Context: an optimization exercise on an open-source flow, tuned for small area, a short achievable clock period and few clock cycles per item. The choices shown serve that exercise and are no tape-out recipe. RTL that was checked went through simulation tests only; none was proved equivalent to the original. The RTL of run 3 was laid out without a check of its function. Power is estimated from default activity; no workload was simulated.

==> flow/design.v <==
package hafir_pkg;
  localparam int MAX_LINE_WIDTH = 4096;
  localparam int COL_W = 12;
  localparam int LW_W = 13;
  localparam int CH_W = 8;
  localparam int PIX_W = 24;
endpackage
module hafir_lane #(
  parameter int CPA = 1    
) (
  input  logic       k_pass,
  input  logic       k1,
  input  logic       k3,
  input  logic [7:0] a,
  input  logic [7:0] b,
  input  logic [7:0] c,
  input  logic [7:0] d,
  input  logic [7:0] e,
  output logic [7:0] filt
);
  logic [11:0] o1, o2, o3, p, q;
  logic [11:0] x1, y1, x2, y2, x3, y3;
  logic [11:0] sum;
  assign o1 = {3'd0, b, 1'b0};
  assign o2 = {3'd0, d, 1'b0};
  assign o3 = {3'd0, c, 1'b0};
  assign p  = k3 ? {4'd0, a} : {3'd0, c, 1'b0};
  assign q  = ({12{k1}} & {1'b0, c, 3'b000}) | ({12{k3}} & {4'd0, e});
  logic [11:0] h1, h2, h3;
  assign h1 = o1 ^ o2;
  assign x1 = h1 ^ o3;
  assign y1 = {(o1[10:0] & o2[10:0]) | (h1[10:0] & o3[10:0]), 1'b0};
  assign h2 = x1 ^ y1;
  assign x2 = h2 ^ p;
  assign y2 = {(x1[10:0] & y1[10:0]) | (h2[10:0] & p[10:0]), 1'b0};
  assign h3 = x2 ^ y2;
  assign x3 = h3 ^ q;
  assign y3 = {(x2[10:0] & y2[10:0]) | (h3[10:0] & q[10:0]), 1'b0};
  if (CPA == 0) begin : g_add
    assign sum = x3 + y3;
  end else if (CPA == 1) begin : g_skl
    logic [11:0] g [5];
    logic [11:0] t [5];
    always_comb begin
      g[0] = x3 & y3;
      t[0] = x3 ^ y3;
      for (int l = 0; l < 4; l++) begin
        for (int i = 0; i < 12; i++) begin
          if (((i >> l) & 1) == 1) begin
            g[l+1][i] = g[l][i] | (t[l][i] & g[l][((i >> l) << l) - 1]);
            t[l+1][i] = t[l][i] & t[l][((i >> l) << l) - 1];
          end else begin
            g[l+1][i] = g[l][i];
            t[l+1][i] = t[l][i];
          end
        end
      end
    end
    assign sum = t[0] ^ {g[4][10:0], 1'b0};
  end else begin : g_rc
    logic [12:0] cy;
    assign cy[0] = 1'b0;
    for (genvar i = 0; i < 12; i++) begin : g_bit
      assign sum[i]  = x3[i] ^ y3[i] ^ cy[i];
      assign cy[i+1] = (x3[i] & y3[i]) | (x3[i] & cy[i]) | (y3[i] & cy[i]);
    end
  end
  assign filt = k_pass ? c : (k1 ? sum[11:4] : sum[10:3]);
endmodule
module horizontal_antialias_fir_core (
  input  logic        clk,
  input  logic        rst_n,
  input  logic        in_valid,
  output logic        in_ready,
  input  logic [7:0]  red_in,
  input  logic [7:0]  green_in,
  input  logic [7:0]  blue_in,
  output logic        out_valid,
  input  logic        out_ready,
  output logic [7:0]  red_out,
  output logic [7:0]  green_out,
  output logic [7:0]  blue_out,
  output logic        line_end,
  input  logic        cfg_psel,
  input  logic        cfg_penable,
  input  logic        cfg_pwrite,
  input  logic [2:0]  cfg_paddr,
  input  logic [31:0] cfg_pwdata,
  output logic [31:0] cfg_prdata,
  output logic        cfg_pready
);
  logic [1:0]  filter_sel_r;
  logic [12:0] line_width_r;
  logic [11:0] col_r;
  logic [23:0] w0_r, w1_r, w2_r, w3_r;    
  logic        v2_r, v3_r;                
  logic        t2_r, t3_r;                
  logic        kp_r, k1_r, k3_r;          
  logic [24:0] o_r;                       
  logic        ov_r;
  logic [23:0] px;
  logic [23:0] filt;
  logic        wr_d_r;
  logic        o_free;
  logic        in_acc;
  logic        cfg_wr;
  logic [12:0] col_inc;
  logic        last;
  logic        use_filt;
  logic        emit;
  logic        shift;
  assign px = {red_in, green_in, blue_in};
  assign cfg_pready = 1'b1;
  assign cfg_wr     = cfg_psel && cfg_penable && cfg_pwrite;
  assign cfg_prdata = cfg_paddr[2] ? {19'd0, line_width_r} : {30'd0, filter_sel_r};
  always_ff @(posedge clk) begin
    if (!rst_n) begin
      filter_sel_r <= 2'd0;
      line_width_r <= 13'd640;
    end else if (cfg_wr) begin
      if (cfg_paddr[2]) line_width_r <= cfg_pwdata[12:0];
      else              filter_sel_r <= cfg_pwdata[1:0];
    end
  end
  assign col_inc  = {1'b0, col_r} + 13'd1;
  assign last     = col_inc[12] || (col_inc >= line_width_r);
  assign use_filt = in_acc ? (!last && (col_r >= 12'd3))
                           : ((col_r >= 12'd4) && ({1'b0, col_r} < line_width_r));
  always_ff @(posedge clk) begin
    if (!rst_n) begin
      wr_d_r <= 1'b0;
      kp_r   <= 1'b1;
      k1_r   <= 1'b0;
      k3_r   <= 1'b0;
    end else begin
      wr_d_r <= cfg_wr;
      kp_r   <= !use_filt || (filter_sel_r == 2'd0);
      k1_r   <= filter_sel_r == 2'd1;
      k3_r   <= filter_sel_r == 2'd3;
    end
  end
  assign o_free   = !ov_r || out_ready;
  assign in_ready = !wr_d_r && (!v2_r || o_free);
  assign in_acc   = in_valid && in_ready;
  assign emit     = o_free && v2_r && (in_acc || t2_r || (v3_r && t3_r));
  assign shift    = in_acc || ((!v3_r || t3_r) && (emit || (!v2_r && v3_r)));
  for (genvar l = 0; l < 3; l++) begin : g_lane
    hafir_lane u_lane (
      .k_pass     (kp_r),
      .k1         (k1_r),
      .k3         (k3_r),
      .a          (w0_r[l*8 +: 8]),
      .b          (w1_r[l*8 +: 8]),
      .c          (w2_r[l*8 +: 8]),
      .d          (w3_r[l*8 +: 8]),
      .e          (px[l*8 +: 8]),
      .filt       (filt[l*8 +: 8])
    );
  end
  always_ff @(posedge clk) begin
    if (!rst_n) begin
      v2_r  <= 1'b0;
      v3_r  <= 1'b0;
      col_r <= 12'd0;
    end else begin
      if (shift) begin
        v2_r <= v3_r;
        v3_r <= in_acc;
      end else if (emit) begin
        v2_r <= 1'b0;
      end
      if (in_acc) col_r <= last ? 12'd0 : col_inc[11:0];
    end
  end
  always_ff @(posedge clk) begin
    if (shift) begin
      w0_r <= w1_r;
      w1_r <= w2_r;
      w2_r <= w3_r;
      w3_r <= px;
      t2_r <= t3_r;
      t3_r <= last;
    end
  end
  always_ff @(posedge clk) begin
    if (!rst_n) ov_r <= 1'b0;
    else        ov_r <= emit || (ov_r && !out_ready);
  end
  always_ff @(posedge clk) begin
    if (o_free) o_r <= {filt, t2_r};
  end
  assign out_valid = ov_r;
  assign red_out   = o_r[24:17];
  assign green_out = o_r[16:9];
  assign blue_out  = o_r[8:1];
  assign line_end  = o_r[0];
endmodule
==> flow/flow/run.sh <==
#!/bin/bash
# The standard layout (the standard.sh, unchanged synthesis), with the
# port buffers inserted as buf_1 cells instead of the resizer's default pick.
set -euo pipefail
bash standard.sh "BUFFER_PORTS_ARGS=-buffer_cell sky130_fd_sc_hd__buf_1" "CTS_ARGS=-sink_clustering_enable -repair_clock_nets -sink_clustering_size 50 -sink_clustering_max_diameter 100 -buf_list sky130_fd_sc_hd__clkbuf_8 -dont_use_dummy_load" finish > flow_make.log 2>&1
==> flow/standard.sh <==
#!/bin/bash
# synth_recipe.tcl (not shown) runs the flow's synth.tcl, then flattens the netlist and writes it again
# the make line also repeats each setting of config.mk as NAME=value (left out here)
make -C /OpenROAD-flow-scripts/flow DESIGN_CONFIG=/design/flow/config.mk WORK_HOME=/design/flow/orfs CLKGATE_MAP_FILE= SYNTH_SCRIPT=/design/flow/synth_recipe.tcl "${@:-finish}"
==> flow/config.mk <==
export PLATFORM = sky130hd
export DESIGN_NAME = horizontal_antialias_fir_core
export DESIGN_NICKNAME = horizontal_antialias_fir_core
export VERILOG_FILES = /design/flow/design.v
export SDC_FILE = /design/flow/constraint.sdc
export NUM_CORES = 4
export LEC_CHECK = 0
export CAP_MARGIN = 20
export CORE_MARGIN = 2
export CORE_UTILIZATION = 40
export CTS_BUF_LIST = sky130_fd_sc_hd__clkbuf_8
export CTS_CLUSTER_DIAMETER = 100
export CTS_CLUSTER_SIZE = 50
export GPL_TIMING_DRIVEN = 0
export SETUP_SLACK_MARGIN = 4.2
export SLEW_MARGIN = 20
==> flow/constraint.sdc <==
create_clock -name core_clock -period 8.5 [get_ports {clk}]
set_input_delay 1.7000 -clock core_clock [delete_from_list [all_inputs] [get_ports {clk}]]
set_output_delay 1.7000 -clock core_clock [all_outputs]
set_load 0.01 [all_outputs]
==> key figures, run 1 <==
CTS
  – Clock buffer depth: 2
  – Clock latency on the worst-skew pair: between 0.4 and 0.5 ns
  – Clk sinks: ~160
  – Num CTS Buffers: 17
  – H-tree depth: 4
  – CTS tree: yes
  – Worst-path clk slew: around 0.080 ns
  – CTS Hold Bufs: 0
  – Root Buffer: clkbuf_8

Synth
  – Syn Std Cell Area: about 0.0098 mm²
  – Post-synth top area share: 0.375
  – Area contributors post-synth: edfxtp_1 (38%), fa_1 (15%), ha_1 (7.6%), dfxtp_1 (6.9%), inv_1 (4.4%)
  – Synth warnings: 4
  – Synth cell types: 52
  – Number of synthesized flops with an enable pin: roughly 120
  – Ys flop type: edfxtp_1
  – Flops & latches, synth: between 150 and 200
  – Yosys top cell by area: edfxtp_1
  – Mean Syn Cell Area: between 10 and 15 µm²
  – Asr flop ratio synth: 0
  – Post-Syn Instances: approximately 870
  – Post-synthesis sequential area ratio: 0.444

Hold path
  – Min-delay src: w1_r[16]$_DFFE_PP_
  – Hold Path Stages: 0
  – Hold Path Sink: w0_r[16]$_DFFE_PP_
  – Hold crit path type: flip-flop to flip-flop

Power
  – VDD IR max: between 90 and 100 µV
  – Power density cells: ~210 mW/mm²
  – Leakage: around 0.0046 µW

Critical path
  – Worst path required time: just under 9 ns
  – R2R setup slack: ~4.4 ns
  – Worst R2R Path Depth: 13
  – Crit start category: flip-flop
  – Critical Path AT: approximately 4.3 ns
  – Reg2reg start: w3_r[12]$_DFFE_PP_
  – Worst setup EP type: flip-flop
  – Crit Path Max Fanout: 5
  – WS Path Type: flip-flop to flip-flop
  – R2r endpoint: o_r[14]$_DFFE_PN_

Timing
  – Period utilisation layout: 0.483
  – Final worst slack: about 4.4 ns
  – Fmax: 244 MHz
  – Setup Skew: roughly 0.021 ns
  – Final-report hold violation count: 0
  – Slew headroom: 0.504
  – Hold_ws: between 0.4 and 0.5 ns
  – Final setup violation count: 0
  – Setup TNS Final: 0 ns
  – Minimum clock period: a little over 4 ns
  – RSZ-0062 raised after global routing: no
  – Worst-Margin Slew: roughly 0.74 ns
  – Max-slew violations: 0

Floorplan
  – # rows: 57
  – I/O pin total: around 130
  – Die span in y: 161 µm
  – Core footprint: around 0.024 mm²
  – Initial Utilization: 0.406
  – Die area: around 0.026 mm²
  – DIE WIDTH: around 160 µm

Placed design
  – DP Worst Slack: around 2.9 ns
  – Port Buf Inserts: 83
  – Routability cong.: 0.835
  – HPWL after detailed placement: 16,000 µm

Final layout
  – Layout area overhead: 14.0%
  – Share of cells above drive strength 1: 0.102
  – Nets@finish: ~1,200

Detailed routing
  – Routed Antenna Nets: 0
  – Via/cell ratio: 4.95
  – First-pass iteration count of the detailed router: 4
  – Drc violations: 0
  – Avg WL per Cell: around 16 µm
  – Vias: around 6,600
  – Initial DRC count: between 300 and 400
  – DRT Wirelength: approximately 21,000 µm

Global routing
  – Initial antenna violation count: 1
  – GR Util All Layers: 0.171
  – Vias in the first global route: between 6,000 and 7,000
  – First-pass GRT wire length: around 34,000 µm
  – Grt ovf: 0
  – Largest net degree at the start of global routing: 27

Flow run
  – Max-Cap Viols: 0

Outcome
  – Outcome: timing/DRC/antenna clean
[layer usage]
metal  routed length (µm)  global-route usage  up-vias
met5                    0                   0        -
met4                  470              0.0645        0
met3                  626              0.0282       30
met2                10200               0.277      113
met1                 9740               0.230     3225
li1                     -                   -     3205
[worst max-delay path by stage]
| stage | from | end | slack [ns] | cells past startpoint |
|---|---|---|---|---|
| 2_1_floorplan | out_ready | t2_r$_DFFE_PP_ | 3.87 | 2 |
| 3_5_place_dp | k3_r$_SDFF_PN0_ | o_r[14]$_DFFE_PN_ | 2.92 | 15 |
| 5_1_grt | k3_r$_SDFF_PN0_ | o_r[18]$_DFFE_PN_ | 4.20 | 14 |
| 3_3_place_gp | out_ready | w2_r[15]$_DFFE_PP_ | 2.64 | 3 |
| 6_report | w3_r[12]$_DFFE_PP_ | o_r[14]$_DFFE_PN_ | 4.40 | 13 |
| 4_1_cts | k3_r$_SDFF_PN0_ | o_r[14]$_DFFE_PN_ | 4.23 | 15 |
[cell families (layout without fill, tap and decap cells)]
group | Yosys count | in the layout | synth area share
muxes | 36 | 36 | 0.0376
DFF | 157 | 157 | 0.444
other | 2 | 21 | 0.000763
AOI/OAI and AO/OA | 142 | 142 | 0.0956
adders and majority gates | 135 | 135 | 0.229
xor gates and xnor gates | 22 | 22 | 0.0196
and+or+nand+nor | 207 | 207 | 0.103
buffers and inverters | 165 | 284 | 0.0709
[power by group]
group          switching [µW]  internal, µW  total, µW
Combinational             541           412        953
Sequential               37.1           897        934
Clock                     246           177        422
[what timing repair did]
| item | 4_1_cts | 5_1_grt |
|---|---|---|
| pin swaps | 0 | 3 |
| gates resized for setup | 16 | 30 |
| setup buffers | 0 | 12 |
| endpoints found under the setup margin | 32 | 17 |
[placed cells by master (no fill, tap or decap), types with 9 or more instances in the layout]
master	n
a21oi_1	35
a22o_1	9
a22oi_1	18
and2_1	30
and3_1	9
buf_1	83
buf_4	34
clkbuf_1	16
clkbuf_8	17
conb_1	20
dfxtp_1	34
edfxtp_1	123
fa_1	75
ha_1	55
inv_1	115
mux2i_1	27
nand2_1	70
nand3_1	12
nor2_1	39
nor3_1	9
o21ai_1	20
xnor2_1	9
xor2_1	13
[final cells by class]
cell class | instances | area, µm²
repair buffers | 102 | 485
flip-flops and latches | 157 | 4370
clock buffers | 17 | 234
diodes | 1 | 2.50
well taps | 324 | 405
multi-input cells | 562 | 4980
inverters | 119 | 447
plain buffers | 46 | 297
fillers | 2294 | 13000
[worst max-delay path, stage by stage, from the launching register on]
cell and delay, ns:
edfxtp_1 0.42, fa_1 0.54, inv_1 0.05, fa_1 0.50, fa_1 0.54, inv_1 0.04, ha_2 0.36, nand4_1 0.16
nor3_2 0.26, nor3_1 0.09, fa_1 0.38, xnor2_1 0.15, a211oi_1 0.24, a21oi_1 0.08
[synthesized netlist by cell type (all sizes together), types with 2 or more instances]
| master | n |
|---|---|
| o21bai | 3 |
| buf | 23 |
| nor3 | 13 |
| or3 | 3 |
| and2 | 30 |
| nor4 | 3 |
| nand2b | 2 |
| xor2 | 13 |
| mux2i | 28 |
| nor2 | 39 |
| o211ai | 7 |
| nor2b | 9 |
| dfxtp | 34 |
| o21a | 5 |
| a211oi | 10 |
| o221ai | 3 |
| mux2 | 8 |
| or2 | 3 |
| clkbuf | 23 |
| a22oi | 18 |
| conb | 2 |
| and3 | 12 |
| inv | 119 |
| edfxtp | 123 |
| o21ai | 28 |
| nand3 | 12 |
| o22ai | 3 |
| a22o | 9 |
| ha | 60 |
| nand2 | 71 |
| o2111ai | 4 |
| a21o | 4 |
| xnor2 | 9 |
| a21oi | 40 |
| fa | 75 |
| nand4 | 8 |
[metrics by stage]
stage          std cells  instance area [µm²]  power, µW   util
2_1_floorplan        884                 9940       1660      -
3_3_place_gp        1291                10700       1830  0.439
3_5_place_dp        1298                10700       1850  0.443
4_1_cts             1315                11000       2280  0.454
5_1_grt             1328                11200       2510  0.463
6_report            1328                11200       2310  0.463
[registers in the layout (all words and copies together) (netlist names)]
| name | cells |
|---|---|
| k1_r | 1 |
| k3_r | 1 |
| t3_r | 1 |
| t2_r | 1 |
| line_width_r | 13 |
| filter_sel_r | 2 |
| o_r | 25 |
| w2_r | 24 |
| w0_r | 24 |
| v3_r | 1 |
| w1_r | 24 |
| v2_r | 1 |
| col_r | 12 |
| w3_r | 24 |
| wr_d_r | 1 |
| ov_r | 1 |
| kp_r | 1 |
Testbench counts, summed over its fixed seeds: cycles 27,321, items 27,129.
==> inputs of run 2 (changes only) <==
--- a/flow/config.mk
+++ b/flow/config.mk
@@ -13,3 +13,2 @@
 export CTS_CLUSTER_SIZE = 50
-export GPL_TIMING_DRIVEN = 0
 export SETUP_SLACK_MARGIN = 4.2
==> run 2 against run 1 <==
Still clean on timing, DRC and antenna. Critical path depth decreased by 10. Non-clock buffer count decreased by 49. Clock power about the same. Worst hold slack improved by 0.0014 ns. Total power decreased by 2.6%. Largest power group is now registers.
==> key figures, run 2 <==
Floorplan
  – DIE WIDTH: between 150 and 200 µm
  – Die area: about 0.026 mm²
  – Die span in y: ~160 µm
  – # rows: 57
  – Core footprint: approximately 0.024 mm²
  – I/O pin total: 126
  – Initial Utilization: 0.406

Detailed routing
  – First-pass iteration count of the detailed router: 4
  – Avg WL per Cell: ~15 µm
  – Via/cell ratio: about 5
  – Drc violations: 0
  – Vias: around 6,300
  – Initial DRC count: 327
  – Routed Antenna Nets: 0
  – DRT Wirelength: 19,000 µm

Critical path
  – Max stage delay on crit path: 0.37 ns
  – Worst path required time: between 6 and 7 ns
  – Crit path buf inv count: 2
  – CP max-delay cell: mux2_2
  – Worst R2R Path Depth: 13
  – Crit start category: input port
  – WS Path Type: input port to output pin
  – CP top delay family: multiplexers
  – Critical Path AT: about 2.4 ns
  – Crit Path Max Fanout: 16
  – Worst setup EP type: output pin
  – Critical-path cell list: buf_2 > mux2_2 > buf_1
  – Crit path depth: 3

Final layout
  – Commonest cells after routing, fill and taps aside: edfxtp_1 (123), inv_1 (116), buf_1 (83)
  – Reg with most FFs: o_r
  – Largest register FFs: 25
  – Layout area overhead: 9.76%
  – Share of cells above drive strength 1: 0.0618
  – Finished Layout Cells: 1,279
  – Most common cell after layout, fill and taps aside: edfxtp_1
  – Nets@finish: 1,157
  – Final Cell Area: 0.0108 mm²

Synth
  – Post-Syn Instances: around 870
  – Area contributors post-synth: edfxtp_1 (38%), fa_1 (15%), ha_1 (7.6%), dfxtp_1 (6.9%), inv_1 (4.4%)
  – Count leader, synth: edfxtp_1
  – Most frequent cells after synthesis: edfxtp_1 (123), inv_1 (116), fa_1 (75)
  – Number of synthesized flops with an enable pin: 123
  – Synth warnings: 4
  – Post-synthesis sequential area ratio: 0.444
  – Post-synth top area share: 0.375
  – Asr flop ratio synth: 0
  – Yosys top cell by area: edfxtp_1
  – Flops & latches, synth: about 160
  – Synth cell types: between 50 and 60
  – Mean Syn Cell Area: approximately 11 µm²
  – Syn Std Cell Area: 0.00985 mm²
  – Ys flop type: edfxtp_1

Outcome
  – Outcome: timing/DRC/antenna clean

CTS
  – Worst-path clk slew: around 0.070 ns
  – H-tree depth: 4
  – Root Buffer: clkbuf_8
  – CTS tree: yes
  – CTS Hold Bufs: 0
  – Clock buffer depth: 2
  – Clk sinks: 157
  – Num CTS Buffers: 17
  – Clock latency on the worst-skew pair: between 0.4 and 0.5 ns

Power
  – Leakage: 0.00440 µW
  – Net Sw Power: around 790 µW
  – VDD IR max: around 110 µV
  – Power density cells: between 200 and 250 mW/mm²
  – Seq pwr share: 0.415
  – Comb power frac: 0.398
  – Clock Power Share: 0.186
  – Switch share: 0.353
  – Internal Power: around 1500 µW

Timing
  – RSZ-0062 raised after global routing: yes
  – Final setup violation count: 0
  – Setup Skew: 0.0307 ns
  – Setup TNS Final: 0 ns
  – Slew headroom: 0.459
  – Worst-Margin Slew: 0.808 ns
  – Fmax: approximately 240 MHz
  – Period utilisation layout: 0.486
  – Minimum clock period: around 4.1 ns
  – Final-report hold violation count: 0
  – Max-slew violations: 0

Global routing
  – Initial antenna violation count: 1
  – Largest net degree at the start of global routing: between 60 and 70
  – First-pass GRT wire length: approximately 32,000 µm
  – Vias in the first global route: 6,157
  – GR Util All Layers: 0.153
  – Grt ovf: 0

Hold path
  – Hold crit path type: flip-flop to flip-flop
  – Hold Path Stages: 0

Placed design
  – DP Cell Count: around 1,300
  – HPWL after detailed placement: 13,900 µm
  – Routability cong.: roughly 0.85
  – Placed instance area: ~0.010 mm²
  – Port Buf Inserts: 84

Flow run
  – Max-Cap Viols: 0
-- run 2: cell counts after synthesis --
Identical to the previous run, type by type.
-- run 2: worst paths after layout --
check	slack (ns)	to	from
hold / removal	0.45	w0_r[16]$_DFFE_PP_	w1_r[16]$_DFFE_PP_
setup reg to reg	4.38	o_r[14]$_DFFE_PN_	w2_r[14]$_DFFE_PP_
hold reg to reg	0.45	w0_r[16]$_DFFE_PP_	w1_r[16]$_DFFE_PP_
setup / recovery	4.37	cfg_prdata[1]	cfg_paddr[2]
-- run 2: cells by family (layout without fill, tap and decap cells) --
group                    Yosys count  count (layout)  synth area share
buffers and inverters            165             235            0.0709
AO/OA/AOI/OAI                    142             142            0.0956
AND/OR/NAND/NOR                  207             207             0.103
other                              2              21          0.000763
flip-flops                       157             157             0.444
XOR/XNOR                          22              22            0.0196
multiplexers                      36              36            0.0376
adder cells (fa/ha/maj)          135             135             0.229
-- run 2: layer usage --
| metal | vias up | global-route usage | part of all wire |
|---|---|---|---|
| met5 | - | 0 | 0 |
| li1 | 3100 | - | - |
| met3 | 18 | 0.0276 | 0.028 |
| met2 | 92 | 0.249 | 0.48 |
| met4 | 0 | 0.0418 | 0.013 |
| met1 | 3061 | 0.212 | 0.48 |
-- run 2: area by class of cell --
| cell class | count | area (µm²) |
|---|---|---|
| flip-flops and latches | 157 | 4380 |
| fillers | 2351 | 13400 |
| diodes | 1 | 2.50 |
| clock buffers | 17 | 234 |
| inverters | 119 | 447 |
| repair buffers | 99 | 435 |
| multi-input cells | 562 | 4910 |
| well taps | 324 | 405 |
-- run 2: through the flow --
stage	setup WS (ns)	power (µW)	util	hold WS, ns
2_1_floorplan	3.87	1660	-	0.426
3_3_place_gp	3.98	1820	0.431	0.432
3_5_place_dp	4.01	1840	0.431	0.437
4_1_cts	4.21	2260	0.441	0.447
5_1_grt	4.16	2470	0.446	0.460
6_report	4.37	2250	0.446	0.447
-- run 2: power by group through the flow --
| stage | Clock, µW | Sequential [µW] | Combinational [µW] |
|---|---|---|---|
| floorplan | 0 | 951 | 712 |
| global placement | 0 | 953 | 867 |
| detailed placement | 0 | 955 | 881 |
| CTS | 437 | 939 | 889 |
| global route | 466 | 943 | 1060 |
| finish | 419 | 934 | 896 |
-- run 2: timing repair --
| action | in CTS | in global routing |
|---|---|---|
| setup endpoints to repair | 2 | 16 |
| setup buffers | 0 | 9 |
| gates resized for setup | 1 | 10 |
| endpoints found under the hold margin | 0 | 0 |
| cloned | 0 | 0 |
==> inputs of run 3 (changes only) <==
--- a/flow/design.v
+++ b/flow/design.v
@@ -8,3 +8,3 @@
 module hafir_lane #(
-  parameter int CPA = 1    
+  parameter int CPA = 3    
 ) (
@@ -59,2 +59,22 @@
     assign sum = t[0] ^ {g[4][10:0], 1'b0};
+  end else if (CPA == 3) begin : g_bk
+    logic [11:0] g, t, t0;
+    always_comb begin
+      g  = x3 & y3;
+      t  = x3 ^ y3;
+      t0 = t;
+      for (int l = 0; l < 4; l++)
+        for (int i = 0; i < 12; i++)
+          if ((i + 1) % (2 << l) == 0) begin
+            g[i] = g[i] | (t[i] & g[i - (1 << l)]);
+            t[i] = t[i] & t[i - (1 << l)];
+          end
+      for (int l = 2; l >= 0; l--)
+        for (int i = 0; i < 12; i++)
+          if ((i + 1) % (2 << l) == (1 << l) && i >= (2 << l)) begin
+            g[i] = g[i] | (t[i] & g[i - (1 << l)]);
+            t[i] = t[i] & t[i - (1 << l)];
+          end
+    end
+    assign sum = t0 ^ {g[10:0], 1'b0};
   end else begin : g_rc
==> flow/flow/run.sh (replaced) <==
#!/bin/bash
# The standard layout (the standard.sh, unchanged synthesis), with the
# port buffers inserted as buf_1 cells instead of the resizer's default pick.
set -euo pipefail
bash standard.sh "BUFFER_PORTS_ARGS=-buffer_cell sky130_fd_sc_hd__buf_1"  finish > flow_make.log 2>&1
==> run 3 against run 2 <==
Core utilization up 3.1 points. Sequential cell count unchanged. Largest power group is now combinational logic. Highest routed layer unchanged. Fmax down 4.6%. Synthesized cell count down 7.9%. Combinational power up 19%. Die area down 1.9%. First-iteration DRC count down 3.7%. Count of clock-buffer cells in the layout unchanged. Register-to-register slack worse by 0.21 ns. Total power up 15%. Still clean on timing, DRC and antenna.
==> key figures, run 3 <==
Floorplan
  – I/O pin total: around 130
  – # rows: 56
  – Initial Utilization: 0.409
  – Die area: about 0.025 mm²
  – Die span in y: approximately 160 µm
  – Core footprint: between 0.02 and 0.025 mm²
  – DIE WIDTH: ~160 µm

Final layout
  – Share of cells above drive strength 1: 0.151
  – Most common cell after layout, fill and taps aside: edfxtp_1
  – Final Util: 0.477
  – Largest register FFs: 25
  – Finished Layout Cells: around 1,300
  – Layout area overhead: 16.6%
  – ANT cells: 0
  – Reg with most FFs: o_r
  – Commonest cells after routing, fill and taps aside: edfxtp_1 (123), inv_1 (97), buf_1 (82)
  – Fillers: 2,174
  – Nets@finish: 1,123

Critical path
  – Crit start category: flip-flop
  – CP top delay family: adder cells
  – Max stage delay on crit path: around 0.56 ns
  – Crit path buf inv count: 2
  – Crit Path Max Fanout: 3
  – Worst path required time: 8.69 ns
  – CP max-delay cell: fa_1
  – Critical Path AT: about 4.5 ns
  – Cell seen most often among critical-path stages: fa_1
  – WS Path Type: flip-flop to flip-flop
  – Critical-path cell list: fa_1 > inv_1 > fa_1 > fa_1 > inv_1 > ha_4 > a21oi_4 > nor2_2 > a21oi_2 > o311ai_4 > a21o_1 > a21o_1 > fa_1 > mux2i_1 > o21ai_2
  – Worst setup EP type: flip-flop

Synth
  – Number of synthesized flops with an enable pin: between 100 and 150
  – Count leader, synth: edfxtp_1
  – Flops & latches, synth: approximately 160
  – Post-synth top area share: 0.382
  – Area contributors post-synth: edfxtp_1 (38%), fa_1 (17%), ha_1 (7.4%), dfxtp_1 (7.0%), inv_1 (3.8%)
  – Post-synthesis sequential area ratio: 0.453
  – Mean Syn Cell Area: roughly 12 µm²
  – Most frequent cells after synthesis: edfxtp_1 (123), inv_1 (99), fa_1 (81)
  – Asr flop ratio synth: 0
  – Syn Std Cell Area: approximately 0.0097 mm²
  – Synth cell types: 49
  – Yosys top cell by area: edfxtp_1
  – Ys flop type: edfxtp_1
  – Post-Syn Instances: between 700 and 800
  – Synth warnings: 2

Outcome
  – Outcome: timing/DRC/antenna clean

CTS
  – CTS tree: yes
  – Worst-path clk slew: 0.11 ns
  – Root Buffer: clkbuf_8
  – Clock latency on the worst-skew pair: about 0.46 ns
  – CTS Hold Bufs: 0
  – Clock buffer depth: 2
  – H-tree depth: 4
  – Clk sinks: about 160
  – Num CTS Buffers: 17

Detailed routing
  – Avg WL per Cell: between 15 and 20 µm
  – Via/cell ratio: 4.86
  – Routed Antenna Nets: 0
  – DRT Wirelength: ~20,000 µm
  – Drc violations: 0
  – Vias: roughly 6,000
  – First-pass iteration count of the detailed router: 4
  – Initial DRC count: between 300 and 400

Flow run
  – Max-Cap Viols: 0

Placed design
  – Routability cong.: approximately 0.78
  – HPWL after detailed placement: between 10,000 and 15,000 µm
  – DP Cell Count: ~1,200
  – Port Buf Inserts: 84

Timing
  – Slew headroom: 0.460
  – Minimum clock period: around 4.3 ns
  – RSZ-0062 raised after global routing: yes
  – Period utilisation layout: 0.509
  – Worst-Margin Slew: approximately 0.81 ns
  – Setup TNS Final: 0 ns
  – Setup Skew: between 0.02 and 0.025 ns
  – Final-report hold violation count: 0
  – Final setup violation count: 0
  – Fmax: 231 MHz
  – Max-slew violations: 0

Power
  – Switch share: 0.362
  – Clock Power Share: 0.225
  – Seq pwr share: 0.362
  – VDD IR max: 130 µV
  – Power after layout: roughly 2600 µW
  – Net Sw Power: between 900 and 1000 µW
  – Comb power frac: 0.413
  – Leakage: roughly 0.0046 µW
  – Power density cells: between 200 and 250 mW/mm²
  – Internal Power: between 1500 and 2000 µW

Global routing
  – Vias in the first global route: 6,239
  – Grt ovf: 0
  – GR Util All Layers: 0.160
  – Initial antenna violation count: 0
  – Largest net degree at the start of global routing: 60
  – First-pass GRT wire length: around 32,000 µm

Hold path
  – Hold crit path type: flip-flop to flip-flop
## run 3: power groups by stage
| stage | registers, µW | clock network, µW | logic, µW |
|---|---|---|---|
| floorplan | 950 | 0 | 719 |
| finish | 931 | 580 | 1070 |
| global route | 940 | 623 | 1220 |
| detailed placement | 956 | 0 | 902 |
| CTS | 933 | 596 | 961 |
| global placement | 955 | 0 | 879 |
## run 3: area by class of cell
class	count	area, µm²	share of cell area
clock inverters	15	171	0.0152
clock buffers	17	234	0.0208
inverters	100	379	0.0337
flip-flops and latches	157	4380	0.389
well taps	319	399	0.0354
multi-input cells	513	4990	0.443
repair buffers	130	708	0.0629
## run 3: stage by stage
step	hold slack, ns	worst slack, ns	cell area [µm²]
2_1_floorplan	0.426	4.07	9860
3_3_place_gp	0.436	3.53	10400
3_5_place_dp	0.450	3.52	10400
4_1_cts	0.453	4.17	11000
5_1_grt	0.471	4.01	11300
6_report	0.452	4.17	11300
## run 3: repair_timing
| item | 4_1_cts | 5_1_grt |
|---|---|---|
| cloned | 1 | 0 |
| endpoints found under the setup margin | 23 | 12 |
| endpoints found under the hold margin | 0 | 0 |
| buffers inserted | 25 | 14 |
| pin swaps | 14 | 26 |
| gates resized for setup | 12 | 24 |
## run 3: layer usage
metal | wire [µm] | GRT usage
met2 | 9500 | 0.262
met1 | 9290 | 0.222
met4 | 253 | 0.0442
met5 | 0 | 0
met3 | 751 | 0.0271
## run 3: cell families (layout without fill, tap and decap cells)
group | count (synthesis) | after routing | share of synthesized area
xor+xnor | 21 | 21 | 0.0190
simple gates | 163 | 163 | 0.0826
buf+inv | 146 | 262 | 0.0668
mux | 48 | 48 | 0.0517
other cells | 2 | 20 | 0.000777
flops | 157 | 157 | 0.453
compound gates | 123 | 123 | 0.0845
fa+ha+maj | 138 | 138 | 0.242
## run 3: worst paths after layout
| kind | from | end | slack [ns] | cells after the start |
|---|---|---|---|---|
| worst max register to register | w3_r[12]$_DFFE_PP_ | o_r[16]$_DFFE_PN_ | 4.17 | 15 |
| worst min register to register | w3_r[16]$_DFFE_PP_ | w2_r[16]$_DFFE_PP_ | 0.45 | 0 |
| worst min-delay path | w3_r[16]$_DFFE_PP_ | w2_r[16]$_DFFE_PP_ | 0.45 | 0 |
| worst max-delay path | w3_r[12]$_DFFE_PP_ | o_r[16]$_DFFE_PN_ | 4.17 | 15 |
==> inputs of run 4 (changes only) <==
--- a/flow/design.v
+++ b/flow/design.v
@@ -8,3 +8,3 @@
 module hafir_lane #(
-  parameter int CPA = 3    
+  parameter int CPA = 1    
 ) (
@@ -59,22 +59,2 @@
     assign sum = t[0] ^ {g[4][10:0], 1'b0};
-  end else if (CPA == 3) begin : g_bk
-    logic [11:0] g, t, t0;
-    always_comb begin
-      g  = x3 & y3;
-      t  = x3 ^ y3;
-      t0 = t;
-      for (int l = 0; l < 4; l++)
-        for (int i = 0; i < 12; i++)
-          if ((i + 1) % (2 << l) == 0) begin
-            g[i] = g[i] | (t[i] & g[i - (1 << l)]);
-            t[i] = t[i] & t[i - (1 << l)];
-          end
-      for (int l = 2; l >= 0; l--)
-        for (int i = 0; i < 12; i++)
-          if ((i + 1) % (2 << l) == (1 << l) && i >= (2 << l)) begin
-            g[i] = g[i] | (t[i] & g[i - (1 << l)]);
-            t[i] = t[i] & t[i - (1 << l)];
-          end
-    end
-    assign sum = t0 ^ {g[10:0], 1'b0};
   end else begin : g_rc
@@ -113,3 +93,3 @@
   logic [12:0] line_width_r;
-  logic [11:0] col_r;
+  logic [12:0] col_r;                     
   logic [23:0] w0_r, w1_r, w2_r, w3_r;    
@@ -128,2 +108,4 @@
   logic        last;
+  logic        col_gt;
+  logic        col_eq;
   logic        use_filt;
@@ -144,6 +126,8 @@
   end
-  assign col_inc  = {1'b0, col_r} + 13'd1;
-  assign last     = col_inc[12] || (col_inc >= line_width_r);
-  assign use_filt = in_acc ? (!last && (col_r >= 12'd3))
-                           : ((col_r >= 12'd4) && ({1'b0, col_r} < line_width_r));
+  assign col_gt   = col_r > line_width_r;
+  assign col_eq   = col_r == line_width_r;
+  assign last     = col_r[12] || col_gt || col_eq;
+  assign col_inc  = col_r + 13'd1;
+  assign use_filt = in_acc ? (!last && (col_r >= 13'd4))
+                           : ((col_r >= 13'd5) && !col_gt);
   always_ff @(posedge clk) begin
@@ -183,3 +167,3 @@
       v3_r  <= 1'b0;
-      col_r <= 12'd0;
+      col_r <= 13'd1;
     end else begin
@@ -191,3 +175,3 @@
       end
-      if (in_acc) col_r <= last ? 12'd0 : col_inc[11:0];
+      if (in_acc) col_r <= last ? 13'd1 : col_inc;
     end
==> flow/flow/run.sh (replaced) <==
#!/bin/bash
# The standard layout (the standard.sh, unchanged synthesis), with the
# port buffers inserted as buf_1 cells instead of the resizer's default pick.
set -euo pipefail
bash standard.sh "BUFFER_PORTS_ARGS=-buffer_cell sky130_fd_sc_hd__buf_1" "CTS_ARGS=-sink_clustering_enable -repair_clock_nets -sink_clustering_size 50 -sink_clustering_max_diameter 100 -buf_list sky130_fd_sc_hd__clkbuf_8 -dont_use_dummy_load" finish > flow_make.log 2>&1
==> run 4 against run 3 <==
Still clean. Synthesized cell count increased by 3.5%. Worst setup slack improved by 0.066 ns. Sequential cell count increased by 1. Worst hold slack got worse by 0.010 ns. Count of clock-buffer cells in the layout unchanged.
==> key figures, run 4 <==
Floorplan
  – DIE WIDTH: approximately 160 µm
  – # rows: between 50 and 60
  – Initial Utilization: 0.406
  – Core footprint: ~0.023 mm²
  – Die area: ~0.025 mm²
  – Die span in y: between 150 and 200 µm
  – I/O pin total: about 130

Timing
  – Final-report hold violation count: 0
  – Minimum clock period: approximately 4.3 ns
  – RSZ-0062 raised after global routing: no
  – Fmax: around 230 MHz
  – Max-slew violations: 0
  – Hold_ws: approximately 0.44 ns
  – Worst-Margin Slew: ~0.9 ns
  – Period utilisation layout: 0.501
  – Slew headroom: 0.399
  – Final setup violation count: 0
  – Setup Skew: approximately 0.038 ns
  – Setup TNS Final: 0 ns

Synth
  – Most frequent cells after synthesis: edfxtp_1 (123), inv_1 (115), fa_1 (75)
  – Mean Syn Cell Area: roughly 12 µm²
  – Syn Std Cell Area: roughly 0.0095 mm²
  – Post-Syn Instances: roughly 830
  – Ys flop type: edfxtp_1
  – Flops & latches, synth: 158
  – Yosys top cell by area: edfxtp_1
  – Count leader, synth: edfxtp_1
  – Synth cell types: 46
  – Asr flop ratio synth: 0
  – Post-synthesis sequential area ratio: 0.462
  – Area contributors post-synth: edfxtp_1 (39%), fa_1 (16%), dfxtp_1 (7.4%), ha_1 (6.4%), inv_1 (4.5%)
  – Synth warnings: 4
  – Number of synthesized flops with an enable pin: ~120
  – Post-synth top area share: 0.388

Critical path
  – CP max-delay cell: fa_1
  – Critical Path AT: roughly 4.4 ns
  – Critical-path cell list: buf_1 > a22oi_1 > fa_1 > inv_1 > ha_1 > nand4_1 > nor3_2 > nor3_1 > fa_1 > xnor2_2 > a211oi_2 > a21oi_1
  – CP top delay family: adder cells
  – Crit path depth: 12
  – Worst setup EP type: flip-flop
  – Crit path buf inv count: 2
  – Crit start category: input port
  – Worst path required time: slightly below 9 ns
  – Max stage delay on crit path: approximately 0.56 ns
  – WS Path Type: input port to flip-flop
  – Cell seen most often among critical-path stages: fa_1
  – Worst R2R Path Depth: 13
  – Crit Path Max Fanout: 4

CTS
  – CTS Hold Bufs: 0
  – Clk sinks: 158
  – Worst-path clk slew: about 0.08 ns
  – Root Buffer: clkbuf_8
  – CTS tree: yes
  – H-tree depth: 4
  – Num CTS Buffers: 17
  – Clock latency on the worst-skew pair: between 0.4 and 0.5 ns
  – Clock buffer depth: 2

Detailed routing
  – Initial DRC count: 313
  – Vias: about 6,000
  – Routed Antenna Nets: 0
  – First-pass iteration count of the detailed router: 6
  – Via/cell ratio: 4.84
  – Avg WL per Cell: ~15 µm
  – DRT Wirelength: between 15,000 and 20,000 µm
  – Drc violations: 0

Hold path
  – Hold Path Stages: 0
  – Hold crit path type: flip-flop to flip-flop

Final layout
  – ANT cells: 0
  – Fillers: around 2,300
  – Commonest cells after routing, fill and taps aside: edfxtp_1 (123), inv_1 (115), buf_1 (83)
  – Largest register FFs: 25
  – Share of cells above drive strength 1: 0.0749
  – Reg area: about 0.0044 mm²
  – Reg with most FFs: o_r
  – Most common cell after layout, fill and taps aside: edfxtp_1
  – Area of the multi-input gates: 0.00462 mm²
  – Nets@finish: approximately 1,100
  – Layout area overhead: 11.2%

Placed design
  – HPWL after detailed placement: 13,000 µm
  – Routability cong.: ~0.79
  – Port Buf Inserts: 84

Power
  – Leakage: approximately 0.0042 µW
  – Power density cells: 218 mW/mm²
  – VDD IR max: between 90 and 100 µV
  – Power after layout: 2300 µW

Global routing
  – GR Util All Layers: 0.152
  – Grt ovf: 0
  – First-pass GRT wire length: roughly 30,000 µm
  – Largest net degree at the start of global routing: 70
  – Initial antenna violation count: 0
  – Vias in the first global route: ~5,900

Flow run
  – Max-Cap Viols: 0

Outcome
  – Outcome: timing/DRC/antenna clean
==> run 4: cell count changes after synthesis, sizes merged, moves of 6 or more <==
cell | before | now
fa | 81 | 75
a21o | 13 | 5
mux2i | 33 | 27
ha | 57 | 49
nor3 | 1 | 14
a211oi | 3 | 10
a21boi | 15 | 0
inv | 100 | 115
nor2 | 19 | 41
nand4 | 4 | 12
a21oi | 26 | 39
nand2 | 74 | 65
mux2 | 15 | 8
==> run 4: area by class of cell <==
cell class,instances,share of cell area
multi-input combinational,524,0.437
sequential,158,0.416
inverter,117,0.0415
timing repair buffer,105,0.0460
clock buffer,17,0.0221
tap,319,0.0377
==> run 4: final timing paths <==
| kind | endpoint | start | slack, ns |
|---|---|---|---|
| worst max-delay path | o_r[14]$_DFFE_PN_ | green_in[6] | 4.24 |
| worst min-delay path | w0_r[16]$_DFFE_PP_ | w1_r[16]$_DFFE_PP_ | 0.44 |
| worst max register to register | o_r[14]$_DFFE_PN_ | w3_r[12]$_DFFE_PP_ | 4.31 |
| worst min register to register | w0_r[16]$_DFFE_PP_ | w1_r[16]$_DFFE_PP_ | 0.44 |
==> run 4: power breakdown <==
group | total [µW] | internal, µW | switching [µW] | leakage, µW
combinational | 940 | 413 | 526 | 0.00259
sequential | 951 | 906 | 44.4 | 0.00151
clock | 414 | 177 | 237 | 0.000122
==> run 4: worst register-to-register path: cells and delay by family, from the launching register on <==
kind | cells | cell delay [ns]
adder cells (fa/ha/maj) | 5 | 2.32
AND/OR/NAND/NOR | 3 | 0.57
flip-flops | 1 | 0.43
AO/OA/AOI/OAI | 2 | 0.29
XOR/XNOR | 1 | 0.18
buffers and inverters | 2 | 0.12
==> run 4: metrics by stage <==
| stage | util | std cells | setup slack, ns | cell area (µm²) |
|---|---|---|---|---|
| 2_1_floorplan | - | 844 | 1.18 | 9590 |
| 3_3_place_gp | 0.431 | 1207 | 3.84 | 10100 |
| 3_5_place_dp | 0.431 | 1207 | 3.84 | 10100 |
| 4_1_cts | 0.442 | 1224 | 4.19 | 10300 |
| 5_1_grt | 0.452 | 1240 | 4.12 | 10600 |
| 6_report | 0.452 | 1240 | 4.24 | 10600 |
==> run 4: per-layer routing <==
metal	share of wire	routed length (µm)	global-route usage
met1	0.49	8840	0.208
met2	0.46	8340	0.241
met3	0.032	588	0.0298
met4	0.022	403	0.0579
met5	0	0	0
==> run 4: repair_timing <==
action | CTS | global route
setup buffers | 0 | 16
gates resized for setup | 5 | 16
setup endpoints to repair | 14 | 10
pin swaps | 0 | 7
cloned | 0 | 0
==> run 4: cell families after synthesis <==
| group | Yosys count | share of synthesized area |
|---|---|---|
| muxes | 35 | 0.0379 |
| xor gates and xnor gates | 26 | 0.0239 |
| AOI/OAI and AO/OA | 123 | 0.0818 |
| adders and majority gates | 124 | 0.222 |
| and+or+nand+nor | 196 | 0.0985 |
| DFF | 158 | 0.462 |
| buffers and inverters | 162 | 0.0727 |
| other | 2 | 0.000790 |
Testbench counts of run 4, summed over its fixed seeds: cycles 27,321, items 27,129.
==> inputs of run 5 (changes only) <==
--- a/flow/config.mk
+++ b/flow/config.mk
@@ -13,3 +13,3 @@
 export CTS_CLUSTER_SIZE = 50
-export SETUP_SLACK_MARGIN = 4.2
+export SETUP_SLACK_MARGIN = 4.3
 export SLEW_MARGIN = 20
==> run 5 against run 4 <==
Still clean on timing, DRC and antenna. Worst setup slack better by 0.077 ns. Non-clock buffer count rose by 9. Total power increased by 4.6%. Sequential share of layout area decreased by 0.83 points. Critical endpoint unchanged. Global-route usage about the same. Largest cell class unchanged. First-iteration DRC count decreased by 4.5%. Highest routed layer unchanged.
==> key figures, run 5 <==
CTS
  – CTS tree: yes
  – Worst-path clk slew: 0.08 ns
  – H-tree depth: 4
  – Root Buffer: clkbuf_8
  – Clock latency on the worst-skew pair: between 0.4 and 0.5 ns
  – Clk sinks: 158
  – Num CTS Buffers: 17
  – Clock buffer depth: 2

Detailed routing
  – First-pass iteration count of the detailed router: 7
  – Met3 Routed Length: between 700 and 800 µm
  – Initial DRC count: roughly 300
  – Via/cell ratio: about 4.9
  – Routed length on met1: between 8000 and 9000 µm
  – Avg WL per Cell: 14.9 µm
  – Drc violations: 0
  – DR WL met2: between 8000 and 9000 µm
  – Routed Antenna Nets: 0
  – Vias: 6,073
  – DRT Wirelength: between 15,000 and 20,000 µm
  – Max layer used: met4

Final layout
  – Most common cell after layout, fill and taps aside: edfxtp_1
  – Share of cells above drive strength 1: 0.104
  – Nets@finish: approximately 1,100
  – ANT cells: 0
  – Layout area overhead: 13.4%
  – Reg with most FFs: o_r
  – Fillers: approximately 2,200
  – Commonest cells after routing, fill and taps aside: edfxtp_1 (123), inv_1 (115), buf_1 (81)
  – Final Util: 0.461
  – Largest register FFs: 25

Floorplan
  – Die area: around 0.025 mm²
  – DIE WIDTH: 158 µm
  – I/O pin total: between 100 and 150
  – Initial Utilization: 0.406
  – Die span in y: between 150 and 200 µm
  – Core footprint: approximately 0.023 mm²
  – # rows: 56

Timing
  – Slew headroom: 0.398
  – Final-report hold violation count: 0
  – Period utilisation layout: 0.492
  – Worst-Margin Slew: 0.902 ns
  – Setup TNS Final: 0 ns
  – Max-slew violations: 0
  – Fmax: roughly 240 MHz
  – Setup Skew: approximately 0.036 ns
  – Minimum clock period: about 4.2 ns
  – Final setup violation count: 0
  – RSZ-0062 raised after global routing: yes

Placed design
  – Routability cong.: between 0.7 and 0.8
  – HPWL after detailed placement: between 10,000 and 15,000 µm
  – Port Buf Inserts: between 80 and 90

Power
  – Clock Power Share: 0.172
  – Seq pwr share: 0.394
  – Comb power frac: 0.434
  – VDD IR max: ~110 µV
  – Net Sw Power: between 800 and 900 µW
  – Leakage: 0.00427 µW
  – Internal Power: around 1600 µW
  – Switch share: 0.353
  – Power density cells: 223 mW/mm²

Synth
  – Synth warnings: 4
  – Mean Syn Cell Area: 11.5 µm²
  – Yosys top cell by area: edfxtp_1
  – Most frequent cells after synthesis: edfxtp_1 (123), inv_1 (115), fa_1 (75)
  – Syn Std Cell Area: around 0.0095 mm²
  – Ys flop type: edfxtp_1
  – Number of synthesized flops with an enable pin: between 100 and 150
  – Synth cell types: 46
  – Area contributors post-synth: edfxtp_1 (39%), fa_1 (16%), dfxtp_1 (7.4%), ha_1 (6.4%), inv_1 (4.5%)
  – Asr flop ratio synth: 0
  – Count leader, synth: edfxtp_1
  – Post-synthesis sequential area ratio: 0.462
  – Flops & latches, synth: roughly 160
  – Post-synth top area share: 0.388
  – Post-Syn Instances: approximately 830

Outcome
  – Outcome: timing/DRC/antenna clean

Critical path
  – Worst setup EP type: flip-flop
  – Worst path required time: 8.67 ns
  – WS Path Type: input port to flip-flop
  – Crit Path Max Fanout: 4
  – Critical path startpoint: green_in[7]
  – Reg2reg start: w3_r[11]$_DFFE_PP_
  – Crit start category: input port
  – Critical Path AT: ~4.4 ns

Hold path
  – Hold crit path type: flip-flop to flip-flop
  – Min-delay src: w1_r[16]$_DFFE_PP_

Global routing
  – Grt ovf: 0
  – Vias in the first global route: 5,952
  – Initial antenna violation count: 0
  – First-pass GRT wire length: slightly below 30,000 µm
  – Largest net degree at the start of global routing: 70
  – GR Util All Layers: 0.153

Flow run
  – Max-Cap Viols: 0
==> run 5: cell types whose count changed in the layout (fill, tap and decap cells not counted), moves of 2 or more <==
cell | before | now
buf_4 | 20 | 29
ha_1 | 45 | 37
ha_4 | 4 | 12
fa_1 | 75 | 71
fa_2 | 0 | 4
buf_1 | 83 | 81
clkbuf_2 | 0 | 2
nor3_1 | 10 | 8
nor3_2 | 4 | 6
==> run 5: kinds of logic after synthesis <==
kind of cell | after synthesis | synth area share
adder cells (fa/ha/maj) | 124 | 0.222
other | 2 | 0.000790
XOR/XNOR | 26 | 0.0239
buffers and inverters | 162 | 0.0727
flip-flops | 158 | 0.462
multiplexers | 35 | 0.0379
AND/OR/NAND/NOR | 196 | 0.0985
AO/OA/AOI/OAI | 123 | 0.0818
==> run 5: path summary, 6_finish.rpt <==
| path | end | slack [ns] | cells past startpoint |
|---|---|---|---|
| setup / recovery | o_r[14]$_DFFE_PN_ | 4.32 | 13 |
| hold / removal | w0_r[16]$_DFFE_PP_ | 0.44 | 0 |
| setup reg to reg | o_r[14]$_DFFE_PN_ | 4.34 | 14 |
| hold reg to reg | w0_r[16]$_DFFE_PP_ | 0.44 | 0 |
==> run 5: cell type report <==
class                           count  area [µm²]  share of cell area
Multi-Input combinational cell    524        4760               0.441
Tap cell                          319         399              0.0370
Sequential cell                   158        4400               0.408
Clock buffer                       17         234              0.0217
Inverter                          117         439              0.0407
Timing Repair Buffer              114         557              0.0516
==> run 5: critical path: stages <==
cell	delay [ns]
buf_1	0.13
a22oi_1	0.11
fa_1	0.57
inv_1	0.06
ha_4	0.29
nand4_1	0.15
buf_4	0.18
o22ai_4	0.14
nor3_2	0.08
fa_2	0.57
nor2_1	0.05
a211oi_2	0.24
a21oi_1	0.08
==> run 5: per-stage QoR <==
| stage | hold WS, ns | setup slack, ns | power, µW | std cells | cell area (µm²) |
|---|---|---|---|---|---|
| after CTS | 0.447 | 4.28 | 2270 | 1225 | 10400 |
| after global routing | 0.459 | 4.18 | 2620 | 1249 | 10800 |
| final | 0.444 | 4.32 | 2410 | 1249 | 10800 |
| after detailed placement | 0.442 | 3.84 | 1840 | 1207 | 10100 |
| after global placement | 0.434 | 3.84 | 1830 | 1207 | 10100 |
| after floorplan | 0.426 | 1.18 | 1680 | 844 | 9590 |
==> run 5: power by group through the flow <==
stage	clock network, µW	registers (µW)	logic (µW)
6_report	415	950	1050
5_1_grt	458	960	1200
4_1_cts	435	954	881
3_5_place_dp	0	971	872
3_3_place_gp	0	969	865
2_1_floorplan	0	967	712
==> run 5: metal layers <==
| layer | track usage | up-vias |
|---|---|---|
| met5 | 0 | - |
| met4 | 0.0592 | 0 |
| met3 | 0.0298 | 19 |
| met2 | 0.241 | 116 |
| met1 | 0.208 | 2973 |
| li1 | - | 2965 |
==> run 5: timing repair <==
item,in CTS,in global routing
hold endpoints to repair,0,0
hold buffers,0,0
setup buffers,1,24
setup endpoints to repair,15,16
gates resized for setup,7,33
pin swaps,0,22
==> inputs of run 6 (changes only) <==
--- a/flow/config.mk
+++ b/flow/config.mk
@@ -13,3 +13,3 @@
 export CTS_CLUSTER_SIZE = 50
-export SETUP_SLACK_MARGIN = 4.3
+export SETUP_SLACK_MARGIN = 4.0
 export SLEW_MARGIN = 20
==> run 6 against run 5 <==
Fmax shrank 4.1%. Worst hold slack lost 0.0018 ns. Final cell count shrank 2.0%. Still clean. Core utilization shrank 1.9 points. Global-route usage is essentially flat. Synthesized cell count is the same. Die area is the same. Largest power group is now registers. Clock power is essentially flat. First-iteration DRC count grew 12%. Wire length shrank 4.4%. Design area shrank 4.0%.
==> key figures, run 6 <==
CTS
  – Clock buffer depth: 2
  – Clk sinks: around 160
  – CTS Hold Bufs: 0
  – Worst-path clk slew: around 0.08 ns
  – Num CTS Buffers: 17
  – Clock latency on the worst-skew pair: between 0.4 and 0.5 ns
  – H-tree depth: 4
  – Root Buffer: clkbuf_8
  – CTS tree: yes

Power
  – Switch share: 0.348
  – Internal Power: roughly 1500 µW
  – Comb power frac: 0.389
  – Seq pwr share: 0.426
  – Leakage: 0.00413 µW
  – Power density cells: 216 mW/mm²
  – VDD IR max: about 97 µV
  – Net Sw Power: roughly 780 µW
  – Clock Power Share: 0.185

Critical path
  – Crit path buf inv count: 2
  – Critical-path cell list: buf_1 > mux2_2 > buf_1
  – Crit Path Max Fanout: 16
  – CP max-delay cell: buf_1
  – Worst setup EP type: output pin
  – Critical Path AT: about 2.7 ns
  – CP top delay family: buffers and inverters
  – Crit start category: input port
  – Worst path required time: around 6.8 ns
  – Max stage delay on crit path: approximately 0.43 ns
  – Cell seen most often among critical-path stages: buf_1
  – WS Path Type: input port to output pin

Flow run
  – Max-Cap Viols: 0

Detailed routing
  – Avg WL per Cell: roughly 15 µm
  – Drc violations: 0
  – Routed Antenna Nets: 0
  – First-pass iteration count of the detailed router: 4
  – DRT Wirelength: 17,800 µm
  – Via/cell ratio: between 4 and 5
  – Initial DRC count: 334
  – Vias: 5,927

Timing
  – Max-slew violations: 0
  – Fmax: 229 MHz
  – Setup TNS Final: 0 ns
  – Setup Skew: between 0.03 and 0.04 ns
  – Final setup violation count: 0
  – Period utilisation layout: 0.513
  – RSZ-0062 raised after global routing: no
  – Worst-Margin Slew: 0.899 ns
  – Minimum clock period: about 4.4 ns
  – Slew headroom: 0.400
  – Final-report hold violation count: 0

Floorplan
  – I/O pin total: between 100 and 150
  – Initial Utilization: 0.406
  – DIE WIDTH: between 150 and 200 µm
  – # rows: 56
  – Die span in y: roughly 160 µm
  – Core footprint: between 0.02 and 0.025 mm²
  – Die area: 0.0250 mm²

Hold path
  – Hold crit path type: flip-flop to flip-flop

Synth
  – Yosys top cell by area: edfxtp_1
  – Synth warnings: 4
  – Most frequent cells after synthesis: edfxtp_1 (123), inv_1 (115), fa_1 (75)
  – Syn Std Cell Area: around 0.0095 mm²
  – Post-Syn Instances: approximately 830
  – Count leader, synth: edfxtp_1
  – Number of synthesized flops with an enable pin: 123
  – Synth cell types: between 40 and 50
  – Flops & latches, synth: 158
  – Asr flop ratio synth: 0
  – Post-synth top area share: 0.388
  – Ys flop type: edfxtp_1
  – Post-synthesis sequential area ratio: 0.462
  – Mean Syn Cell Area: ~12 µm²
  – Area contributors post-synth: edfxtp_1 (39%), fa_1 (16%), dfxtp_1 (7.4%), ha_1 (6.4%), inv_1 (4.5%)

Final layout
  – Final Util: 0.442
  – Most common cell after layout, fill and taps aside: edfxtp_1
  – ANT cells: 0
  – Commonest cells after routing, fill and taps aside: edfxtp_1 (123), inv_1 (115), buf_1 (84)
  – Layout area overhead: 8.84%
  – Final Cell Area: roughly 0.010 mm²
  – Reg with most FFs: o_r
  – Nets@finish: roughly 1,100
  – Largest register FFs: 25
  – Share of cells above drive strength 1: 0.0431

Global routing
  – First-pass GRT wire length: 29,600 µm
  – Grt ovf: 0
  – Largest net degree at the start of global routing: 70
  – GR Util All Layers: 0.152
  – Vias in the first global route: between 5,000 and 6,000
  – Initial antenna violation count: 0

Placed design
  – HPWL after detailed placement: 13,000 µm
  – Placed instance area: roughly 0.01 mm²
  – Routability cong.: between 0.7 and 0.8
  – Port Buf Inserts: 84

Outcome
  – Outcome: timing/DRC/antenna clean
==> run 6: power by group through the flow <==
stage               Combinational [µW]  Clock [µW]  Sequential (µW)
global route                      1030         458              962
CTS                                880         435              954
finish                             870         413              952
global placement                   865           0              969
floorplan                          712           0              967
detailed placement                 872           0              971
==> run 6: timing repair <==
action,in CTS,in global routing
buffers inserted,0,0
setup endpoints to repair,5,10
gates resized for setup,1,5
pin swaps,0,0
==> run 6: final cells by class <==
class	instances	area (µm²)
fill	2266	13100
multi-input combinational	524	4520
sequential	158	4400
inverter	117	439
tap	319	399
timing repair buffer	89	365
clock buffer	17	234
==> run 6: final timing paths <==
check	start	endpoint	slack (ns)	cells past startpoint
setup / recovery	cfg_paddr[2]	cfg_prdata[0]	4.14	3
hold / removal	w1_r[16]$_DFFE_PP_	w0_r[16]$_DFFE_PP_	0.44	0
hold reg to reg	w1_r[16]$_DFFE_PP_	w0_r[16]$_DFFE_PP_	0.44	0
setup reg to reg	w2_r[11]$_DFFE_PP_	o_r[14]$_DFFE_PN_	4.25	13
==> run 6: metal layers <==
metal	up-vias	share of wire	global-route usage
met2	113	0.45	0.241
li1	2916	-	-
met5	-	0	0
met3	24	0.038	0.0298
met1	2874	0.49	0.208
met4	0	0.022	0.0579
==> run 6: worst register-to-register path, cell delays in order, from the launching register on <==
cell and delay [ns]:
edfxtp_1 0.50, fa_1 0.54, inv_1 0.05, fa_1 0.54, inv_1 0.06, fa_1 0.51, ha_1 0.34, nand4_1 0.12
nor3_1 0.25, nor3_1 0.11, fa_1 0.44, xnor2_1 0.16, a211oi_1 0.25, a21oi_1 0.09
==> run 6: through the flow <==
| stage | hold slack, ns | setup slack [ns] | std cells | total power [µW] |
|---|---|---|---|---|
| 2_1_floorplan | 0.426 | 1.18 | 844 | 1680 |
| 3_3_place_gp | 0.434 | 3.84 | 1207 | 1830 |
| 3_5_place_dp | 0.442 | 3.84 | 1207 | 1840 |
| 4_1_cts | 0.447 | 4.00 | 1224 | 2270 |
| 5_1_grt | 0.459 | 4.06 | 1224 | 2450 |
| 6_report | 0.442 | 4.14 | 1224 | 2230 |
==> run 6: cells by family after synthesis <==
kind of cell,Yosys count,synth area share
adders and majority gates,124,0.222
buffers and inverters,162,0.0727
muxes,35,0.0379
xor gates and xnor gates,26,0.0239
DFF,158,0.462
AOI/OAI and AO/OA,123,0.0818
other,2,0.000790
and+or+nand+nor,196,0.0985
==> inputs of run 7 (changes only) <==
--- a/flow/config.mk
+++ b/flow/config.mk
@@ -13,3 +13,3 @@
 export CTS_CLUSTER_SIZE = 50
-export SETUP_SLACK_MARGIN = 4.0
+export SETUP_SLACK_MARGIN = 3.9
 export SLEW_MARGIN = 20
==> run 7 against run 6 <==
Wire length about the same. Final cell count stayed put. Worst setup slack is the same.
==> key figures, run 7 <==
Outcome
  – Outcome: timing/DRC/antenna clean

Global routing
  – Largest net degree at the start of global routing: 70
  – GR Util All Layers: 0.152
  – First-pass GRT wire length: around 30,000 µm
  – Grt ovf: 0
  – Initial antenna violation count: 0
  – Vias in the first global route: 5,937

Synth
  – Area contributors post-synth: edfxtp_1 (39%), fa_1 (16%), dfxtp_1 (7.4%), ha_1 (6.4%), inv_1 (4.5%)
  – Post-Syn Instances: between 800 and 900
  – Ys flop type: edfxtp_1
  – Asr flop ratio synth: 0
  – Post-synthesis compound-gate area fraction: 0.0818
  – Count leader, synth: edfxtp_1
  – Mux cell area share after synthesis: 0.0379
  – Flops & latches, synth: roughly 160
  – Synth warnings: 4
  – Post-synthesis sequential area ratio: 0.462
  – Synth cell types: 46
  – Mean Syn Cell Area: 11.5 µm²
  – Most frequent cells after synthesis: edfxtp_1 (123), inv_1 (115), fa_1 (75)
  – Post-synth top area share: 0.388
  – Yosys top cell by area: edfxtp_1
  – Post-synthesis adder-cell area fraction: 0.222
  – Synth Area in XOR/XNOR: 0.0239
  – Number of synthesized flops with an enable pin: between 100 and 150
  – Syn Std Cell Area: ~0.0095 mm²
  – Post-synthesis simple-gate area fraction: 0.0985
  – Main combinational cell family by area after synthesis: adder cells

CTS
  – Clock latency on the worst-skew pair: ~0.46 ns
  – H-tree depth: 4
  – Worst-path clk slew: 0.07 ns
  – CTS tree: yes
  – Clk sinks: 158
  – Post-CTS setup buffers: 0
  – Num CTS Buffers: 17
  – CTS Hold Bufs: 0
  – Root Buffer: clkbuf_8
  – Clock buffer depth: 2

Detailed routing
  – First-pass iteration count of the detailed router: 4
  – Drc violations: 0
  – Avg WL per Cell: roughly 15 µm
  – Via/cell ratio: slightly below 5
  – Vias: 5,935
  – Initial DRC count: between 300 and 400
  – DRT Wirelength: between 15,000 and 20,000 µm
  – Routed Antenna Nets: 0

Critical path
  – Crit start category: input port
  – R2r endpoint: o_r[13]$_DFFE_PN_
  – Worst R2R Path Depth: 13
  – Crit Path Max Fanout: 16
  – Critical Path AT: between 2 and 3 ns
  – WS Path Type: input port to output pin
  – Reg2reg start: w2_r[11]$_DFFE_PP_
  – R2R setup slack: ~4.2 ns
  – Worst setup EP type: output pin
  – Worst path required time: between 6 and 7 ns

Floorplan
  – Die area: 0.0250 mm²
  – Core footprint: around 0.023 mm²
  – Die span in y: between 150 and 200 µm
  – DIE WIDTH: 158 µm
  – Initial Utilization: 0.406
  – # rows: 56
  – I/O pin total: 126

Final layout
  – Nets@finish: approximately 1,100
  – Layout area overhead: 8.68%
  – Commonest cells after routing, fill and taps aside: edfxtp_1 (123), inv_1 (115), buf_1 (84)
  – Largest register FFs: 25
  – Fillers: ~2,300
  – ANT cells: 0
  – Reg with most FFs: o_r
  – Most common cell after layout, fill and taps aside: edfxtp_1
  – Share of cells above drive strength 1: 0.0409

Timing
  – Setup Skew: approximately 0.037 ns
  – Setup TNS Final: 0 ns
  – Period utilisation layout: 0.513
  – Fmax: 229 MHz
  – Worst-Margin Slew: ~0.9 ns
  – Final worst slack: around 4.1 ns
  – Final setup violation count: 0
  – RSZ-0062 raised after global routing: no
  – Final-report hold violation count: 0
  – Slew headroom: 0.401
  – Minimum clock period: 4.36 ns
  – Max-slew violations: 0

Power
  – Power density cells: about 220 mW/mm²
  – Leakage: between 0.004 and 0.005 µW
  – VDD IR max: around 97 µV

Hold path
  – Hold Path Sink: w0_r[16]$_DFFE_PP_
  – Hold crit path type: flip-flop to flip-flop
  – Hold Path Stages: 0
  – Min-delay src: w1_r[16]$_DFFE_PP_

Placed design
  – Routability cong.: 0.794
  – DP Worst Slack: ~3.8 ns
  – Port Buf Inserts: 84
  – HPWL after detailed placement: 13,000 µm

Flow run
  – Max-Cap Viols: 0
-- run 7: changes by cell type in the layout (fill, tap and decap cells not counted) --
cell      previous run  this run
a211oi_1             8         9
nor3_2               2         1
buf_8                0         1
a211oi_2             2         1
buf_12               1         0
nor3_1              12        13
-- run 7: per-layer routing --
layer	share of wire	wire length, µm	vias to the layer above	global-route usage
met5	0	0	-	0
met4	0.022	386	0	0.0579
met3	0.038	671	23	0.0298
met2	0.45	8060	112	0.241
met1	0.49	8740	2883	0.208
li1	-	-	2917	-
-- run 7: critical path, stage by stage --
cell    delay (ns)
buf_1         0.43
mux2_2        0.40
buf_1         0.13
-- run 7: through the flow --
stage	power, µW	util	instance area, µm²	cells	hold slack [ns]
after floorplan	1680	-	9590	844	0.426
after global placement	1830	0.431	10100	1207	0.434
after detailed placement	1840	0.431	10100	1207	0.442
after CTS	2270	0.441	10300	1224	0.447
after global routing	2440	0.442	10300	1224	0.459
final	2230	0.442	10300	1224	0.443
-- run 7: how the worst max path moves through the flow --
stage	end	slack [ns]	startpoint
6_report	cfg_prdata[0]	4.14	cfg_paddr[2]
5_1_grt	o_r[13]$_DFFE_PN_	3.93	k3_r$_SDFF_PN0_
4_1_cts	o_r[13]$_DFFE_PN_	4.00	k3_r$_SDFF_PN0_
3_5_place_dp	o_r[13]$_DFFE_PN_	3.84	green_in[7]
3_3_place_gp	o_r[13]$_DFFE_PN_	3.84	green_in[7]
2_1_floorplan	t2_r$_DFFE_PP_	1.18	out_ready
-- run 7: cell families after synthesis --
family | Yosys count
AND/OR/NAND/NOR | 196
buffers and inverters | 162
multiplexers | 35
AO/OA/AOI/OAI | 123
other | 2
adder cells (fa/ha/maj) | 124
flip-flops | 158
XOR/XNOR | 26
-- run 7: power breakdown --
group	internal [µW]	leakage, µW	switching, µW
Combinational	374	0.00250	494
Sequential	906	0.00151	46.0
Clock	177	0.000122	236
Total	1460	0.00413	776
-- run 7: timing repair --
| action | in CTS | in global routing |
|---|---|---|
| setup endpoints to repair | 2 | 6 |
| gates resized for setup | 1 | 2 |
| endpoints found under the hold margin | 0 | 0 |
-- run 7: layout make-up --
cell class	count	area, µm²	share of cell area
sequential	158	4400	0.426
tap	319	399	0.0386
clock buffer	17	234	0.0226
timing repair buffer	89	360	0.0349
multi-input combinational	524	4510	0.436
inverter	117	439	0.0425

[static timing again, ports no longer ideal]
The flow's constraints put no driver on any port. The routed layouts listed below were extracted and timed again, unchanged, in two steps. Step 1 sets driving cells, clkbuf_16 on the clock port and buf_2 on the other inputs (assumed; they add their load-dependent delay and slew). Step 2 moves the port delays by t, midway between the first and last clock arrival at a register: inputs arrive t later, outputs are due t later. That takes back most of the time a late clock gives input paths. a / b / c = no drivers / after step 1 / after step 2; a / b = the first two.
run | shift t [ns] | slack for setup (ns) | worst setup path at the end | worst slew at a driven data input, ns | pins driven straight from the clock port
run 1 | 0.490 | 4.395 / 4.395 / 3.963 | input to register | 0.07 | 1
run 2 | 0.474 | 4.372 / 4.348 / 4.023 | input to register | 0.08 | 1
run 3 | 0.493 | 4.171 / 4.171 / 3.758 | input to register | 0.05 | 1
run 4 | 0.479 | 4.238 / 4.256 / 3.778 | input to register | 0.05 | 1
run 5 | 0.483 | 4.315 / 4.326 / 3.843 | input to register | 0.06 | 1
run 6 | 0.477 | 4.138 / 4.115 / 3.884 | input to register | 0.05 | 1
run 7 | 0.477 | 4.138 / 4.115 / 3.855 | input to register | 0.05 | 1
After both steps every run listed still meets setup and hold. The setup slack of run 5, which loses most, moves by +0.011 ns with the drivers and by -0.472 ns with both steps.
